Background: an optimization exercise with open tools, aiming at small area and few clock cycles per item. Do not read the settings as production practice. In this exercise RTL edits were held to simulation tests only and were not proved equivalent to the original. Power is estimated from default activity; no workload was simulated.

==> flow/design.v <==
package spq_pkg;
  localparam int SPQ_DEPTH         = 16;
  localparam int SPQ_PAYLOAD_BITS  = 32;
  localparam int SPQ_PRIORITY_BITS = 8;
  typedef enum logic {
    OP_ENQ = 1'b0,
    OP_DEQ = 1'b1
  } spq_op_t;
  typedef enum logic [1:0] {
    ST_DONE  = 2'd0,
    ST_EMPTY = 2'd1,
    ST_FULL  = 2'd2
  } spq_status_t;
  typedef struct packed {
    logic enq;
    logic deq;
  } spq_ctl_t;
endpackage
module spq_cell
#(
  parameter int W    = spq_pkg::SPQ_PAYLOAD_BITS + spq_pkg::SPQ_PRIORITY_BITS,
  parameter int KIND = 0    
) (
  input  logic         clk,
  input  logic         enq,         
  input  logic         pop,         
  input  logic         keep_prev,   
  input  logic         keep_here,   
  input  logic         keep_next,   
  input  logic [W-1:0] new_data,
  input  logic [W-1:0] left_data,
  input  logic [W-1:0] right_data,
  output logic [W-1:0] data
);
  logic stay, prev_stay, moved;
  logic skip_hold, skip_new, skip_left, skip_right;
  always_comb begin
    stay      = pop ? keep_next : keep_here;
    prev_stay = (KIND == 1) ? 1'b1 : (pop ? keep_here : keep_prev);
    moved     = enq && !stay;
    skip_new   = !(moved && prev_stay);
    skip_right = !(pop && !moved);
    skip_left  = !(!pop && moved && !prev_stay);
    skip_hold  = !((!pop && !moved) || (pop && moved && !prev_stay));
    if (KIND == 2) begin
      skip_hold  = skip_hold && skip_right;
      skip_right = 1'b1;
    end
  end
  logic [W-1:0] data_r, data_nxt;
  for (genvar b = 0; b < W; b++) begin : g_bit
    if (KIND == 1) begin : g_head
      spq_pick3 u_pick (
        .skip_a (skip_hold),  .a_bit (data_r[b]),
        .skip_b (skip_new),   .b_bit (new_data[b]),
        .skip_c (skip_right), .c_bit (right_data[b]),
        .bit_nxt (data_nxt[b])
      );
    end else if (KIND == 2) begin : g_tail
      spq_pick3 u_pick (
        .skip_a (skip_hold),  .a_bit (data_r[b]),
        .skip_b (skip_new),   .b_bit (new_data[b]),
        .skip_c (skip_left),  .c_bit (left_data[b]),
        .bit_nxt (data_nxt[b])
      );
    end else begin : g_inner
      spq_pick4 u_pick (
        .skip_a (skip_hold),  .a_bit (data_r[b]),
        .skip_b (skip_new),   .b_bit (new_data[b]),
        .skip_c (skip_left),  .c_bit (left_data[b]),
        .skip_d (skip_right), .d_bit (right_data[b]),
        .bit_nxt (data_nxt[b])
      );
    end
  end
  always_ff @(posedge clk) begin
    data_r <= data_nxt;
  end
  assign data = data_r;
endmodule
module spq_pick4 (
  input  logic skip_a, a_bit,
  input  logic skip_b, b_bit,
  input  logic skip_c, c_bit,
  input  logic skip_d, d_bit,
  output logic bit_nxt
);
  assign bit_nxt = (skip_a | a_bit) & (skip_b | b_bit)
                 & (skip_c | c_bit) & (skip_d | d_bit);
endmodule
module spq_pick3 (
  input  logic skip_a, a_bit,
  input  logic skip_b, b_bit,
  input  logic skip_c, c_bit,
  output logic bit_nxt
);
  assign bit_nxt = (skip_a | a_bit) & (skip_b | b_bit) & (skip_c | c_bit);
endmodule
module stable_priority_queue
#(
  parameter int DEPTH         = spq_pkg::SPQ_DEPTH,
  parameter int PAYLOAD_BITS  = spq_pkg::SPQ_PAYLOAD_BITS,
  parameter int PRIORITY_BITS = spq_pkg::SPQ_PRIORITY_BITS,
  parameter int CNT_W         = $clog2(DEPTH + 1)
) (
  input  logic                            clk,
  input  logic                            rst_n,
  input  logic                            in_valid,
  output logic                            in_ready,
  input  logic                            in_opcode,
  input  logic [PAYLOAD_BITS-1:0]         in_payload,
  input  logic signed [PRIORITY_BITS-1:0] in_priority,
  output logic                            out_valid,
  input  logic                            out_ready,
  output logic [1:0]                      out_status,
  output logic [PAYLOAD_BITS-1:0]         out_item,
  output logic [CNT_W-1:0]                out_occupancy
);
  localparam int W = PAYLOAD_BITS + PRIORITY_BITS;
  logic [CNT_W-1:0] count_r;
  logic             out_valid_r;
  logic             pend_r;
  logic [1:0]       status_r;
  logic fire, is_deq, full, empty, enq_ok, deq_ok, pop;
  logic [W-1:0]             slot [DEPTH];
  logic [DEPTH-1:0]         occ;
  logic [DEPTH:0]           keep;
  logic [W-1:0]             new_data;
  logic [PRIORITY_BITS-1:0] new_key;
  assign in_ready = !out_valid_r || out_ready;
  assign fire     = in_valid && in_ready;
  assign is_deq   = (in_opcode == spq_pkg::OP_DEQ);
  assign full     = (count_r == CNT_W'(DEPTH));
  assign empty    = (count_r == '0);
  assign enq_ok   = fire && !is_deq && !full;
  assign deq_ok   = fire && is_deq && !empty;
  assign pop      = pend_r && out_ready;
  assign new_key  = {~in_priority[PRIORITY_BITS-1], in_priority[PRIORITY_BITS-2:0]};
  assign new_data = {new_key, in_payload};
  always_comb begin
    for (int i = 0; i < DEPTH; i++) begin
      logic gt, eq;
      gt = 1'b0;
      eq = 1'b1;
      for (int b = 0; b < CNT_W; b++) begin
        if (((i >> b) & 1) == 1) begin
          gt = count_r[b] & gt;
          eq = count_r[b] & eq;
        end else begin
          gt = count_r[b] | gt;
          eq = ~count_r[b] & eq;
        end
      end
      occ[i] = gt | (pend_r & eq);
    end
  end
  for (genvar i = 0; i < DEPTH; i++) begin : g_keep
    logic ge;
    always_comb begin
      ge = 1'b1;
      for (int k = 0; k < PRIORITY_BITS; k++)
        ge = (slot[i][PAYLOAD_BITS+k] & ~new_key[k])
           | ((slot[i][PAYLOAD_BITS+k] | ~new_key[k]) & ge);
    end
    assign keep[i] = occ[i] & ge;
  end
  assign keep[DEPTH] = 1'b0;
  for (genvar i = 0; i < DEPTH; i++) begin : g_cell
    logic [W-1:0] ldat, rdat;
    logic         kprev;
    if (i == 0) begin : g_head
      assign kprev = 1'b1;
      assign ldat  = new_data;
    end else begin : g_body
      assign kprev = keep[i-1];
      assign ldat  = slot[i-1];
    end
    if (i == DEPTH - 1) begin : g_tail
      assign rdat = slot[i];
    end else begin : g_inner
      assign rdat = slot[i+1];
    end
    spq_cell #(
      .W    (W),
      .KIND ((i == 0) ? 1 : ((i == DEPTH - 1) ? 2 : 0))
    ) u_cell (
      .clk        (clk),
      .enq        (enq_ok),
      .pop        (pop),
      .keep_prev  (kprev),
      .keep_here  (keep[i]),
      .keep_next  (keep[i+1]),
      .new_data   (new_data),
      .left_data  (ldat),
      .right_data (rdat),
      .data       (slot[i])
    );
  end
  always_ff @(posedge clk) begin
    if (!rst_n) begin
      count_r     <= '0;
      out_valid_r <= 1'b0;
      pend_r      <= 1'b0;
    end else begin
      if (fire) begin
        out_valid_r <= 1'b1;
        pend_r      <= deq_ok;
        if (enq_ok)      count_r <= count_r + CNT_W'(1);
        else if (deq_ok) count_r <= count_r - CNT_W'(1);
      end else if (out_ready) begin
        out_valid_r <= 1'b0;
        pend_r      <= 1'b0;
      end
    end
    if (fire) begin
      if (enq_ok || deq_ok) status_r <= spq_pkg::ST_DONE;
      else if (is_deq)      status_r <= spq_pkg::ST_EMPTY;
      else                  status_r <= spq_pkg::ST_FULL;
    end
  end
  assign out_valid     = out_valid_r;
  assign out_status    = status_r;
  assign out_item      = slot[0][PAYLOAD_BITS-1:0] & {PAYLOAD_BITS{pend_r}};
  assign out_occupancy = count_r;
endmodule
==> flow/config.mk <==
export PLATFORM = sky130hd
export DESIGN_NAME = stable_priority_queue
export DESIGN_NICKNAME = stable_priority_queue
export VERILOG_FILES = /design/flow/design.v
export SDC_FILE = /design/flow/constraint.sdc
export NUM_CORES = 4
export LEC_CHECK = 0
export CAP_MARGIN = 20
export CORE_MARGIN = 2
export CORE_UTILIZATION = 55
export GPL_TIMING_DRIVEN = 0
export SETUP_SLACK_MARGIN = 0.2
export SLEW_MARGIN = 20
export SYNTH_HIERARCHICAL = 1
==> flow/constraint.sdc <==
create_clock -name core_clock -period 3.5 [get_ports {clk}]
set_input_delay 0.7000 -clock core_clock [delete_from_list [all_inputs] [get_ports {clk}]]
set_output_delay 0.7000 -clock core_clock [all_outputs]
set_load 0.01 [all_outputs]
standard.sh (not shown) runs the stock make flow with config.mk's settings and CLKGATE_MAP_FILE= SYNTH_SCRIPT=/design/flow/synth_recipe.tcl, a recipe that flattens the netlist after the stock synthesis.
==> flow/flow/run.sh <==
#!/bin/bash
# The standard layout, with two changes:
# - clock tree synthesis clusters up to 20 flip-flops per leaf buffer and adds
#   no dummy loads;
# - the port buffers are buf_2 cells.
# The full make output is kept in standard.log in this folder; ORFS keeps each
# step's log under orfs/logs/.
set -euo pipefail
export CTS_ARGS="-sink_clustering_enable -repair_clock_nets -dont_use_dummy_load -sink_clustering_size 20 -sink_clustering_max_diameter 60"
export BUFFER_PORTS_ARGS="-buffer_cell sky130_fd_sc_hd__buf_2"
bash standard.sh > standard.log 2>&1
The first run finished with timing, DRC and antenna clean.
Testbench counts at the start, summed over its fixed seeds: cycles 24,008, items 24,000.
==> next run, changes <==
--- a/flow/design.v
+++ b/flow/design.v
@@ -34,40 +34,49 @@
 );
   logic stay, prev_stay, moved;
-  logic skip_hold, skip_new, skip_left, skip_right;
+  logic sel_hold, sel_new, sel_left, sel_right;
   always_comb begin
     stay      = pop ? keep_next : keep_here;
     prev_stay = (KIND == 1) ? 1'b1 : (pop ? keep_here : keep_prev);
     moved     = enq && !stay;
-    skip_new   = !(moved && prev_stay);
-    skip_right = !(pop && !moved);
-    skip_left  = !(!pop && moved && !prev_stay);
-    skip_hold  = !((!pop && !moved) || (pop && moved && !prev_stay));
+    sel_new   = moved && prev_stay;
+    sel_right = pop && !moved;
+    sel_left  = !pop && moved && !prev_stay;
+    sel_hold  = (!pop && !moved) || (pop && moved && !prev_stay);
     if (KIND == 2) begin
-      skip_hold  = skip_hold && skip_right;
-      skip_right = 1'b1;
-    end
+      sel_hold  = sel_hold || sel_right;
+      sel_right = 1'b0;
+    end
+  end
+  localparam int NDRV = 2;
+  logic [NDRV-1:0] skip_hold, skip_new, skip_left, skip_right;
+  for (genvar d = 0; d < NDRV; d++) begin : g_drv
+    spq_not u_hold  (.a(sel_hold),  .y(skip_hold[d]));
+    spq_not u_new   (.a(sel_new),   .y(skip_new[d]));
+    spq_not u_left  (.a(sel_left),  .y(skip_left[d]));
+    spq_not u_right (.a(sel_right), .y(skip_right[d]));
   end
   logic [W-1:0] data_r, data_nxt;
   for (genvar b = 0; b < W; b++) begin : g_bit
+    localparam int D = b * NDRV / W;
     if (KIND == 1) begin : g_head
       spq_pick3 u_pick (
-        .skip_a (skip_hold),  .a_bit (data_r[b]),
-        .skip_b (skip_new),   .b_bit (new_data[b]),
-        .skip_c (skip_right), .c_bit (right_data[b]),
+        .skip_a (skip_hold[D]),  .a_bit (data_r[b]),
+        .skip_b (skip_new[D]),   .b_bit (new_data[b]),
+        .skip_c (skip_right[D]), .c_bit (right_data[b]),
         .bit_nxt (data_nxt[b])
       );
     end else if (KIND == 2) begin : g_tail
       spq_pick3 u_pick (
-        .skip_a (skip_hold),  .a_bit (data_r[b]),
-        .skip_b (skip_new),   .b_bit (new_data[b]),
-        .skip_c (skip_left),  .c_bit (left_data[b]),
+        .skip_a (skip_hold[D]),  .a_bit (data_r[b]),
+        .skip_b (skip_new[D]),   .b_bit (new_data[b]),
+        .skip_c (skip_left[D]),  .c_bit (left_data[b]),
         .bit_nxt (data_nxt[b])
       );
     end else begin : g_inner
       spq_pick4 u_pick (
-        .skip_a (skip_hold),  .a_bit (data_r[b]),
-        .skip_b (skip_new),   .b_bit (new_data[b]),
-        .skip_c (skip_left),  .c_bit (left_data[b]),
-        .skip_d (skip_right), .d_bit (right_data[b]),
+        .skip_a (skip_hold[D]),  .a_bit (data_r[b]),
+        .skip_b (skip_new[D]),   .b_bit (new_data[b]),
+        .skip_c (skip_left[D]),  .c_bit (left_data[b]),
+        .skip_d (skip_right[D]), .d_bit (right_data[b]),
         .bit_nxt (data_nxt[b])
       );
@@ -78,4 +87,10 @@
   end
   assign data = data_r;
+endmodule
+module spq_not (
+  input  logic a,
+  output logic y
+);
+  assign y = ~a;
 endmodule
 module spq_pick4 (
The new run produced a clean layout.
Die area climbs by 1.4%.
Via count went up by 1.7%.
Register-to-register slack is about the same.
Hold slack is about the same.
Setup slack degrades by 0.14 ns.
Routed wire length came out lower by 0.70%.
Clock power is lower by about 1%.
Power falls by 2.2%.
Global-route usage fell by 2.3 points.
Synthesized cell count is higher by 3.1%.
Non-clock buffer count drops by 2.
Cell area fell by 0.67%.
Testbench counts after the change, summed over its fixed seeds: cycles 24,008, items 24,000.

## afterwards: timing with drivers on the ports
No port has a modelled driver above. Below, the same layouts with a new extraction and two added sets of constraints. Step 1 (the two cells are an assumption about what drives the block):
set clk [get_ports {clk}]
set_driving_cell -lib_cell sky130_fd_sc_hd__clkbuf_16 $clk
set_driving_cell -lib_cell sky130_fd_sc_hd__buf_2 [delete_from_list [all_inputs] $clk]
Step 2, shift: input delay + t, output delay - t, t = (earliest + latest rising clock arrival at the registers) / 2. This alone moves slack from input paths to output paths. Slacks: ideal ports / drivers / drivers and shift; pairs: ideal ports / drivers.
run	t, ns	setup slack, ns	worst setup path at the end	worst data-port slew with drivers (ns)
the first run	0.647	0.274 / 0.274 / -0.345	input to register	0.08
the second run	0.653	0.135 / 0.175 / -0.477	input to register	0.07
Met with ideal ports but missed after step 2: setup timing in the first run and the second run. For the first run, which loses most, drivers alone change the setup slack by 0.000 ns; drivers and shift together by -0.619 ns.
